What follows belongs to an exercise in optimizing a design on an open flow for small area, a short achievable clock period and few clock cycles per item; a production flow would make more cautious choices. Only simulation tests tie the RTL to the original design; equivalence was not proved.

==> v12: inputs <==
// midpoint_ellipse_point_generator_unit
module midpoint_ellipse_point_generator_unit
#(
	parameter int RADIUS_BITS = 10,
	parameter int COORD_BITS  = 12
) (
	input  wire                          clk,
	input  wire                          arst_n,
	input  wire                          psel,
	input  wire                          penable,
	input  wire                          pwrite,
	input  wire  [2:0]                   paddr,
	input  wire  [31:0]                  pwdata,
	output logic [31:0]                  prdata,
	output logic                         pready,
	input  wire                          item_valid,
	output logic                         item_ready,
	input  wire                          item_command,
	input  wire  [RADIUS_BITS-1:0]       item_radius_x,
	input  wire  [RADIUS_BITS-1:0]       item_radius_y,
	input  wire  signed [COORD_BITS-1:0] item_centre_x,
	input  wire  signed [COORD_BITS-1:0] item_centre_y,
	output logic                         result_valid,
	input  wire                          result_ready,
	output logic signed [COORD_BITS:0]   result_right_x,
	output logic signed [COORD_BITS:0]   result_left_x,
	output logic signed [COORD_BITS:0]   result_upper_y,
	output logic signed [COORD_BITS:0]   result_lower_y,
	output logic                         result_lower_valid,
	output logic                         result_visible,
	output logic                         result_done_res
);
	localparam int DW = 34;    
	localparam int MW = 32;    
	localparam int AW = 20;    
	localparam int KW = 24;    
	localparam int OW = COORD_BITS + 1;
	localparam int DBK = 0, GBK = 1, MBK = 1;    
	logic       upper_n_q;     
	logic       skip0_n_q;     
	logic [7:1] skip_h_q;      
	wire        upper_q = !upper_n_q;
	wire  [7:0] skip_q  = {skip_h_q, !skip0_n_q};
	assign pready = 1'b1;
	always_ff @(posedge clk or negedge arst_n) begin
		if (!arst_n) begin
			upper_n_q <= 1'b1;
			skip0_n_q <= 1'b1;
			skip_h_q  <= '0;
		end else if (psel && penable && pwrite) begin
			if (!paddr[2]) begin
				upper_n_q <= !pwdata[0];
			end else begin
				skip0_n_q <= !pwdata[0];
				skip_h_q  <= pwdata[7:1];
			end
		end
	end
  ...
export LEC_CHECK = 0
export CAP_MARGIN = 20
export CORE_MARGIN = 2
export CORE_UTILIZATION = 40
export CTS_CLUSTER_DIAMETER = 100
export CTS_CLUSTER_SIZE = 20
export SLEW_MARGIN = 20
create_clock -name core_clock -period 11.0 [get_ports {clk}]
standard.sh (not shown) runs the stock make flow with config.mk's settings and CLKGATE_MAP_FILE= SYNTH_SCRIPT=/design/flow/synth_recipe.tcl, a recipe that flattens the netlist after the stock synthesis.
==> flow/flow/run.sh <==
#!/bin/bash
set -euo pipefail
MARGIN=$(cat flow/margin.txt)
bash standard.sh synth > synth.log 2>&1
bash standard.sh SETUP_SLACK_MARGIN=$MARGIN finish > layout.log 2>&1
==> flow/flow/margin.txt <==
6.25
==> inputs of v3, as changes to v12 <==
--- a/flow/design.v
+++ b/flow/design.v
@@ -124,26 +124,27 @@
 	logic [1:0] region_q;
 	logic [2:0] ph_q;
 	logic [3:0] cnt_q;
 	logic [2:0] tr_q;          
 	logic [1:0] pcnt_q;        
 	logic       rdy_q;         
 	logic       sok1_q;        
+	logic       sok2_q;        
 	logic       ov_q;          
 	logic signed [DW-1:0] D_q;
 	logic signed [MW-1:0] M_q, G_q;
 	logic        [AW-1:0] a_q, b_q;
 	logic        [KW-1:0] CK_q;
 	logic        [7:0]    n_q;
 	logic                 dx_q, dy_q;
 	logic        [OW-1:0] rxo_q, lxo_q, uyo_q, lyo_q;
 	logic                 lv_q, vis_q, done_q;
 	wire out_free  = !ov_q || result_ready;
 	logic ov_d;
-	wire start_ok  = sok1_q;
+	wire start_ok  = sok1_q || (sok2_q && result_ready);
 	wire acc_step  = item_valid && rdy_q && item_command;
 	wire acc_start = item_valid && !item_command && start_ok;
 	wire r1         = (region_q == RG_FIRST);
 	wire r2         = (region_q == RG_SECOND);
 	wire init_go    = acc_start;    
 	wire init_act   = (ph_q != PH_NONE);
 	wire seq_free   = !init_act && (tr_q == 3'd0);
@@ -305,22 +306,24 @@
 			region_q <= RG_IDLE;
 			ph_q     <= PH_NONE;
 			cnt_q    <= '0;
 			tr_q     <= '0;
 			pcnt_q   <= '0;
 			rdy_q    <= 1'b1;
 			sok1_q   <= 1'b1;
+			sok2_q   <= 1'b1;
 			ov_q     <= 1'b0;
 		end else begin
 			pcnt_q   <= pcnt_d;
 			ph_q     <= ph_d;
 			cnt_q    <= cnt_d;
 			tr_q     <= tr_d;
 			region_q <= region_d;
 			rdy_q    <= (ph_d == PH_NONE) && (pcnt_d != 2'd2);
+			sok2_q   <= (ph_d == PH_NONE) && (pcnt_d == 2'd0);
 			sok1_q   <= (ph_d == PH_NONE) && (pcnt_d == 2'd0) && !ov_d;
 			ov_q     <= ov_d;
 		end
 	end
 	assign item_ready         = (rdy_q && item_command) || start_ok;
 	assign result_valid       = ov_q;
 	assign result_right_x     = rxo_q;
==> flow/flow/margin.txt (replaced) <==
6.15
Settings changed: CTS_CLUSTER_DIAMETER 100 to unset, CTS_CLUSTER_SIZE 20 to unset.
==> results.txt <==
Of v12 and v3, v12 has the higher sequential share of layout area (gap 0.65 points). In v12 the register-to-register slack is higher than in v3, by 160 ps. In v12 the utilization is lower than in v3, by 1.3 points. Of v3 and v12, v3 has the higher first-iteration DRC count (gap about 0.6%, measured against v12). In v12 the routed wire length is smaller than in v3, by about 2.3%. Between v12 and v3, the lower die area is in v12 (gap 0.30%, measured against v3).
Testbench counts of v12, summed over its fixed seeds: cycles 48,679, items 46,359.
Testbench counts of v3, summed over its fixed seeds: cycles 48,607, items 46,359.


==> run a: inputs <==
Another version of the RTL of midpoint_ellipse_point_generator_unit (not shown whole).
==> flow/design.v (excerpt) <==
module midpoint_ellipse_point_generator_unit
#(
	parameter int RADIUS_BITS = 10,
	parameter int COORD_BITS  = 12
) (
	input  wire                          clk,
	input  wire                          arst_n,
	input  wire                          psel,
	input  wire                          penable,
	input  wire                          pwrite,
	input  wire  [2:0]                   paddr,
	input  wire  [31:0]                  pwdata,
	output logic [31:0]                  prdata,
	output logic                         pready,
	input  wire                          item_valid,
	output logic                         item_ready,
	input  wire                          item_command,
	input  wire  [RADIUS_BITS-1:0]       item_radius_x,
	input  wire  [RADIUS_BITS-1:0]       item_radius_y,
	input  wire  signed [COORD_BITS-1:0] item_centre_x,
	input  wire  signed [COORD_BITS-1:0] item_centre_y,
	output logic                         result_valid,
	input  wire                          result_ready,
	output logic signed [COORD_BITS:0]   result_right_x,
	output logic signed [COORD_BITS:0]   result_left_x,
	output logic signed [COORD_BITS:0]   result_upper_y,
	output logic signed [COORD_BITS:0]   result_lower_y,
	output logic                         result_lower_valid,
	output logic                         result_visible,
	output logic                         result_done_res
);
Settings: LEC_CHECK=0, CAP_MARGIN=20, CORE_MARGIN=2, CORE_UTILIZATION=40, CTS_CLUSTER_DIAMETER=100, CTS_CLUSTER_SIZE=20, SLEW_MARGIN=20; clock period 11.0 ns.
==> flow/flow/margin.txt <==
6.15
Scripts as last shown in full above: flow/flow/run.sh
==> run b: changes against run a <==
--- a/flow/design.v
+++ b/flow/design.v
@@ -91,13 +91,13 @@
 	output logic                         result_visible,
 	output logic                         result_done_res
 );
 	localparam int DW = 34;    
 	localparam int MW = 32;    
 	localparam int AW = 20;    
-	localparam int KW = 23;    
+	localparam int KW = 24;    
 	localparam int OW = COORD_BITS + 1;
 	localparam int DBK = 0, GBK = 1, MBK = 1;    
 	logic       upper_n_q;     
 	logic       skip0_n_q;     
 	logic [7:1] skip_h_q;      
 	wire        upper_q = !upper_n_q;
@@ -121,46 +121,42 @@
 	localparam logic [1:0] RG_IDLE = 2'd0, RG_FIRST = 2'd1, RG_SECOND = 2'd2, RG_DONE = 2'd3;
 	localparam logic [2:0] PH_NONE = 3'd0, PH_P1 = 3'd1, PH_I1 = 3'd2, PH_I2 = 3'd3,
 	                       PH_P2 = 3'd4, PH_F1 = 3'd5;
 	logic [1:0] region_q;
 	logic [2:0] ph_q;
 	logic [3:0] cnt_q;
-	logic [2:0] tr_q;          
+	logic [1:0] tr_q;          
 	logic [1:0] pcnt_q;        
-	logic       rdy_q;         
-	logic       sok1_q;        
-	logic       sok2_q;        
+	logic       rdy_q;
 	logic       ov_q;          
 	logic signed [DW-1:0] D_q;
 	logic signed [MW-1:0] M_q, G_q;
 	logic        [AW-1:0] a_q, b_q;
 	logic        [KW-1:0] CK_q;
 	logic        [7:0]    n_q;
 	logic                 dx_q, dy_q;
 	logic        [OW-1:0] rxo_q, lxo_q, uyo_q, lyo_q;
 	logic                 lv_q, vis_q, done_q;
 	wire out_free  = !ov_q || result_ready;
-	logic ov_d;
-	wire start_ok  = sok1_q || (sok2_q && result_ready);
+	wire start_ok  = (pcnt_q == 2'd0) && out_free;
 	wire acc_step  = item_valid && rdy_q && item_command;
-	wire acc_start = item_valid && !item_command && start_ok;
+	wire acc_start = item_valid && rdy_q && !item_command && start_ok;
 	wire r1         = (region_q == RG_FIRST);
 	wire r2         = (region_q == RG_SECOND);
 	wire init_go    = acc_start;    
 	wire init_act   = (ph_q != PH_NONE);
-	wire seq_free   = !init_act && (tr_q == 3'd0);
+	wire seq_free   = !init_act && (tr_q == 2'd0);
 	wire emit       = seq_free && ((pcnt_q != 2'd0) || acc_step) && out_free;
 	wire y_zero     = (uyo_q == lyo_q);
 	wire done_now   = !(r1 || r2) || (r2 && dy_q && y_zero);
 	wire step_live  = emit && !done_now;
 	wire dneg       = D_q[DW-1];
 	wire diag       = r1 ? !dneg : dneg;
 	wire mv_x       = r1 || diag;
 	wire mv_y       = r2 || diag;
 	wire f1_load    = (ph_q == PH_F1);
-	wire [OW-1:0] uy_sum = uyo_q + (f1_load ? lyo_q : {OW{dy_q}});
 	wire bx = lxo_q[cnt_q];
 	wire by = lyo_q[cnt_q];
 	wire signed [DW-1:0] m4  = DW'(signed'(M_q)) <<< 2;
 	wire signed [DW-1:0] g4  = DW'(signed'(G_q)) <<< 2;
 	wire signed [DW-1:0] a4  = DW'({a_q, 2'b00});
 	wire signed [DW-1:0] ck4 = DW'({CK_q, 2'b00});
@@ -173,26 +169,26 @@
 	                         | ({DW{s_yg2}} & (DW'(signed'(G_q)) <<< 1))
 	                         | ({DW{s_yna4}} & ~a4) | ({DW{s_ya}} & DW'(a_q));
 	logic signed [DW-1:0] dsum;
 	mepg_add3 #(.W(DW), .BK(DBK)) u_dadd (.a(D_q), .b(xop), .c(yop), .ci(s_yna4), .s(dsum));
 	wire d_clr = init_go || (ph_q == PH_I2);
 	wire d_en  = (init_act && (ph_q != PH_P1) && (ph_q != PH_F1)) || ((ph_q == PH_P1) && bx) || f1_load
-	                  || (tr_q >= 3'd2) || step_live;
+	                  || (tr_q != 2'd0) || step_live;
 	wire signed [MW-1:0] z1 = ({MW{s_z1b}} & MW'({b_q, 1'b0})) | ({MW{s_z1ck}} & MW'(CK_q))
 	                        | ({MW{s_z1nm}} & ~M_q);
 	wire signed [MW-1:0] z2 = {MW{s_z2a}} & MW'({a_q, 1'b0});
 	logic signed [MW-1:0] gsum, msum;
 	mepg_add3 #(.W(MW), .BK(GBK)) u_gadd (.a(G_q), .b(z1), .c(z2), .ci(s_z1nm), .s(gsum));
 	mepg_add  #(.W(MW), .BK(MBK)) u_madd (.a(M_q), .b(MW'({b_q, 1'b0})), .ci(1'b0), .s(msum));
 	logic signed [MW-1:0] G_d;
 	always_comb begin
 		G_d = G_q;
 		if (init_go)                                   G_d = '0;
 		else if ((ph_q == PH_P1) && bx)                G_d = gsum;
 		else if (f1_load)                              G_d = MW'(D_q >>> 1);
-		else if ((tr_q == 3'd2) || (tr_q == 3'd3))     G_d = gsum;
+		else if ((tr_q == 2'd1) || (tr_q == 2'd2))     G_d = gsum;
 		else if (!init_act && step_live)               G_d = gsum;
 	end
 	always_ff @(posedge clk) begin
 		if (d_clr)     D_q <= '0;
 		else if (d_en) D_q <= dsum;
 		if (init_go)                                   M_q <= '0;
@@ -218,13 +214,13 @@
 			uyo_q <= OW'(item_centre_y);
 			lyo_q <= OW'(item_radius_y);
 			dx_q  <= 1'b0;
 			dy_q  <= 1'b0;
 		end else if (f1_load) begin
 			lxo_q <= rxo_q;
-			uyo_q <= uy_sum;
+			uyo_q <= uyo_q + lyo_q;
 			lyo_q <= uyo_q - lyo_q;
 		end else if (emit) begin
 			if (done_now) begin
 				rxo_q  <= '0;
 				lxo_q  <= '0;
 				uyo_q  <= '0;
@@ -232,29 +228,28 @@
 				lv_q   <= 1'b0;
 				vis_q  <= 1'b0;
 				done_q <= 1'b1;
 			end else begin
 				rxo_q  <= rxo_q + OW'(dx_q);
 				lxo_q  <= lxo_q - OW'(dx_q);
-				uyo_q  <= uy_sum;
+				uyo_q  <= uyo_q - OW'(dy_q);
 				lyo_q  <= lyo_q + OW'(dy_q);
 				vis_q  <= (n_q >= skip_q);
 				lv_q   <= (n_q >= skip_q) && !upper_q;
 				done_q <= 1'b0;
 				dx_q   <= mv_x;
 				dy_q   <= mv_y;
 			end
 		end
-		if (f1_load || (tr_q == 3'd4)) begin
+		if (f1_load || (tr_q == 2'd3)) begin
 			n_q <= '0;
 		end else if (step_live && (n_q != 8'hFF)) begin
 			n_q <= n_q + 8'd1;
 		end
 	end
-	logic [1:0] pcnt_d, region_d;
-	logic [2:0] tr_d;
+	logic [1:0] pcnt_d, tr_d, region_d;
 	logic [2:0] ph_d;
 	logic [3:0] cnt_d;
 	always_comb begin
 		pcnt_d = pcnt_q + {1'b0, acc_step} - {1'b0, emit};
 		ph_d = ph_q;
 		unique case (ph_q)
@@ -267,68 +262,62 @@
 			default: ph_d = PH_NONE;
 		endcase
 		cnt_d = cnt_q;
 		if (init_go)            cnt_d = 4'd0;
 		else if (ph_q == PH_P1) cnt_d = (cnt_q == 4'd9) ? 4'd9 : cnt_q + 4'd1;
 		else if (ph_q == PH_P2) cnt_d = cnt_q - 4'd1;
-		if (init_go || (init_act && !f1_load)) tr_d = 3'd0;
-		else if (tr_q == 3'd4)    tr_d = 3'd0;
-		else if (tr_q != 3'd0)    tr_d = tr_q + 3'd1;
-		else                      tr_d = {2'b0, (region_d == RG_FIRST) && !G_d[MW-1]};
+		if (init_go || (init_act && !f1_load)) tr_d = 2'd0;
+		else if (tr_q != 2'd0)    tr_d = tr_q + 2'd1;
+		else                      tr_d = {1'b0, (region_d == RG_FIRST) && !G_d[MW-1]};
 		region_d = region_q;
 		if (f1_load)                      region_d = RG_FIRST;
-		else if (tr_q == 3'd4)            region_d = RG_SECOND;
+		else if (tr_q == 2'd3)            region_d = RG_SECOND;
 		else if (emit && done_now && r2)  region_d = RG_DONE;
 	end
-	assign ov_d = emit || (ov_q && !result_ready);
 	wire dneg_d = d_clr ? 1'b0 : (d_en ? dsum[DW-1] : D_q[DW-1]);
-	wire st_d   = (ph_d == PH_NONE);
-	wire ntr_d  = (tr_q == 3'd0) || (tr_q == 3'd4);    
+	wire st_d   = (ph_d == PH_NONE) && (tr_d == 2'd0);
 	wire r1_d   = (region_d == RG_FIRST);
 	wire diag_d = r1_d ? !dneg_d : dneg_d;
 	wire by_d   = lyo_q[cnt_d];
 	always_ff @(posedge clk) begin
-		s_xm4   <= (ph_d == PH_I1) || (ph_d == PH_I2) || (ph_d == PH_F1) || (st_d && (r1_d ? !diag_d : diag_d) && ntr_d);
-		s_diag1 <= st_d && r1_d && diag_d && ntr_d;
-		s_xa4   <= (ph_d == PH_P1) || (st_d && !r1_d && !diag_d && ntr_d);
+		s_xm4   <= (ph_d == PH_I1) || (ph_d == PH_I2) || (ph_d == PH_F1) || (st_d && (r1_d ? !diag_d : diag_d));
+		s_diag1 <= st_d && r1_d && diag_d;
+		s_xa4   <= (ph_d == PH_P1) || (st_d && !r1_d && !diag_d);
 		s_xd    <= (ph_d == PH_P2);
-		s_xck   <= (tr_q == 3'd1) && !init_go;
-		s_xnm2  <= (tr_q == 3'd3) && !init_go;
-		s_yg4   <= st_d && !r1_d && ntr_d;
-		s_yg2   <= (ph_d == PH_I2) || ((tr_q == 3'd3) && !init_go);
-		s_yna4  <= ((tr_q == 3'd1) && !init_go) || ((ph_d == PH_P2) && by_d);
-		s_ya    <= (ph_d == PH_F1) || ((tr_q == 3'd2) && !init_go);
-		s_z1b   <= st_d && r1_d && ntr_d;
-		s_z1ck  <= (tr_q == 3'd1) && !init_go;
-		s_z1nm  <= (tr_q == 3'd2) && !init_go;
-		s_z2a   <= (ph_d != PH_NONE) || (st_d && (!r1_d || diag_d) && ntr_d);
+		s_xck   <= (tr_d == 2'd1);
+		s_xnm2  <= (tr_d == 2'd3);
+		s_yg4   <= st_d && !r1_d;
+		s_yg2   <= (ph_d == PH_I2) || (tr_d == 2'd3);
+		s_yna4  <= (tr_d == 2'd1) || ((ph_d == PH_P2) && by_d);
+		s_ya    <= (ph_d == PH_F1) || (tr_d == 2'd2);
+		s_z1b   <= st_d && r1_d;
+		s_z1ck  <= (tr_d == 2'd1);
+		s_z1nm  <= (tr_d == 2'd2);
+		s_z2a   <= (ph_d != PH_NONE) || (st_d && (!r1_d || diag_d));
 	end
 	always_ff @(posedge clk or negedge arst_n) begin
 		if (!arst_n) begin
 			region_q <= RG_IDLE;
 			ph_q     <= PH_NONE;
 			cnt_q    <= '0;
 			tr_q     <= '0;
 			pcnt_q   <= '0;
 			rdy_q    <= 1'b1;
-			sok1_q   <= 1'b1;
-			sok2_q   <= 1'b1;
 			ov_q     <= 1'b0;
 		end else begin
 			pcnt_q   <= pcnt_d;
 			ph_q     <= ph_d;
 			cnt_q    <= cnt_d;
 			tr_q     <= tr_d;
 			region_q <= region_d;
 			rdy_q    <= (ph_d == PH_NONE) && (pcnt_d != 2'd2);
-			sok2_q   <= (ph_d == PH_NONE) && (pcnt_d == 2'd0);
-			sok1_q   <= (ph_d == PH_NONE) && (pcnt_d == 2'd0) && !ov_d;
-			ov_q     <= ov_d;
+			if (emit)              ov_q <= 1'b1;
+			else if (result_ready) ov_q <= 1'b0;
 		end
 	end
-	assign item_ready         = (rdy_q && item_command) || start_ok;
+	assign item_ready         = rdy_q && (item_command || start_ok);
 	assign result_valid       = ov_q;
 	assign result_right_x     = rxo_q;
 	assign result_left_x      = lxo_q;
 	assign result_upper_y     = uyo_q;
 	assign result_lower_y     = lyo_q;
 	assign result_lower_valid = lv_q;
==> flow/config.mk (replaced) <==
export PLATFORM = sky130hd
export DESIGN_NAME = midpoint_ellipse_point_generator_unit
export DESIGN_NICKNAME = midpoint_ellipse_point_generator_unit
export VERILOG_FILES = /design/flow/design.v
export SDC_FILE = /design/flow/constraint.sdc
export NUM_CORES = 4
export LEC_CHECK = 0
export CAP_MARGIN = 0
export CORE_MARGIN = 2
export CORE_UTILIZATION = 40
export SLEW_MARGIN = 0
==> results.txt <==
Number of flops mapped to enable cells by yosys: run b 93; run a 92
Post-route insts no fill: run b 3202; run a 3196
Critical Path Slowest Stage Cell: run b fa_1; run a a222oi_1
Final core utilization: run b 0.477; run a 0.461
DIE HEIGHT: run b 231 um; run a 232 um
Adder-Cell Fraction of Synth Area: run b 0.172; run a 0.171
Multiplexer share of the synthesized area: run b 0.0205; run a 0.0221
Fill cell instance count of the final layout: run b 4859; run a 4950
Status: run b finished clean; run a finished clean
R2R cell count: run b 31; run a 20
Fraction of area in multi-input gates: run b 0.553; run a 0.569
Slew at the pin closest to its max-slew limit: run b 1.10 ns; run a 1.05 ns
Worst relative slew slack: run b 0.263; run a 0.297
Worst setup path end: run b s_xm4; run a tr_q[0]
Data arrival time at the worst-slack endpoint: run b 6.04 ns; run a 5.32 ns
Compound-Gate Fraction of Synth Area: run b 0.217; run a 0.226
Testbench counts of run a, summed over its fixed seeds: cycles 48,607, items 46,359.
Testbench counts of run b, summed over its fixed seeds: cycles 48,527, items 46,359.

## separate check: timing with driven ports
The flow's constraints put no driver on any port. The routed layouts listed below were extracted and timed again, unchanged, in two steps. Step 1: set_driving_cell puts a clkbuf_16 on clk and a buf_2 on each other input, an assumption about the parent block. Step 2 also shifts input and output timing later by t, the mid clock arrival at the registers, as if the neighbouring blocks saw the same clock. Slacks: ideal ports / drivers / drivers and shift; pairs: ideal ports / drivers.
run | shift t [ns] | slack for setup (ns) | hold WS [ns] | latest minus earliest clock arrival (ns)
v12 | 0.595 | 6.182 / 6.042 / 5.827 | 0.477 / 0.477 / 0.477 | 0.027 / 0.027
v3 | 0.617 | 6.167 / 6.055 / 5.716 | 0.479 / 0.479 / 0.479 | 0.039 / 0.039
run a | 0.590 | 6.122 / 6.011 / 5.609 | 0.500 / 0.500 / 0.500 | 0.018 / 0.018
run b | 0.599 | 5.424 / 5.424 / 5.424 | 0.500 / 0.500 / 0.500 | 0.019 / 0.019
After both steps setup and hold are still met in every run listed. The setup slack of run a, which loses most, moves by -0.111 ns with the drivers and by -0.513 ns with both steps.
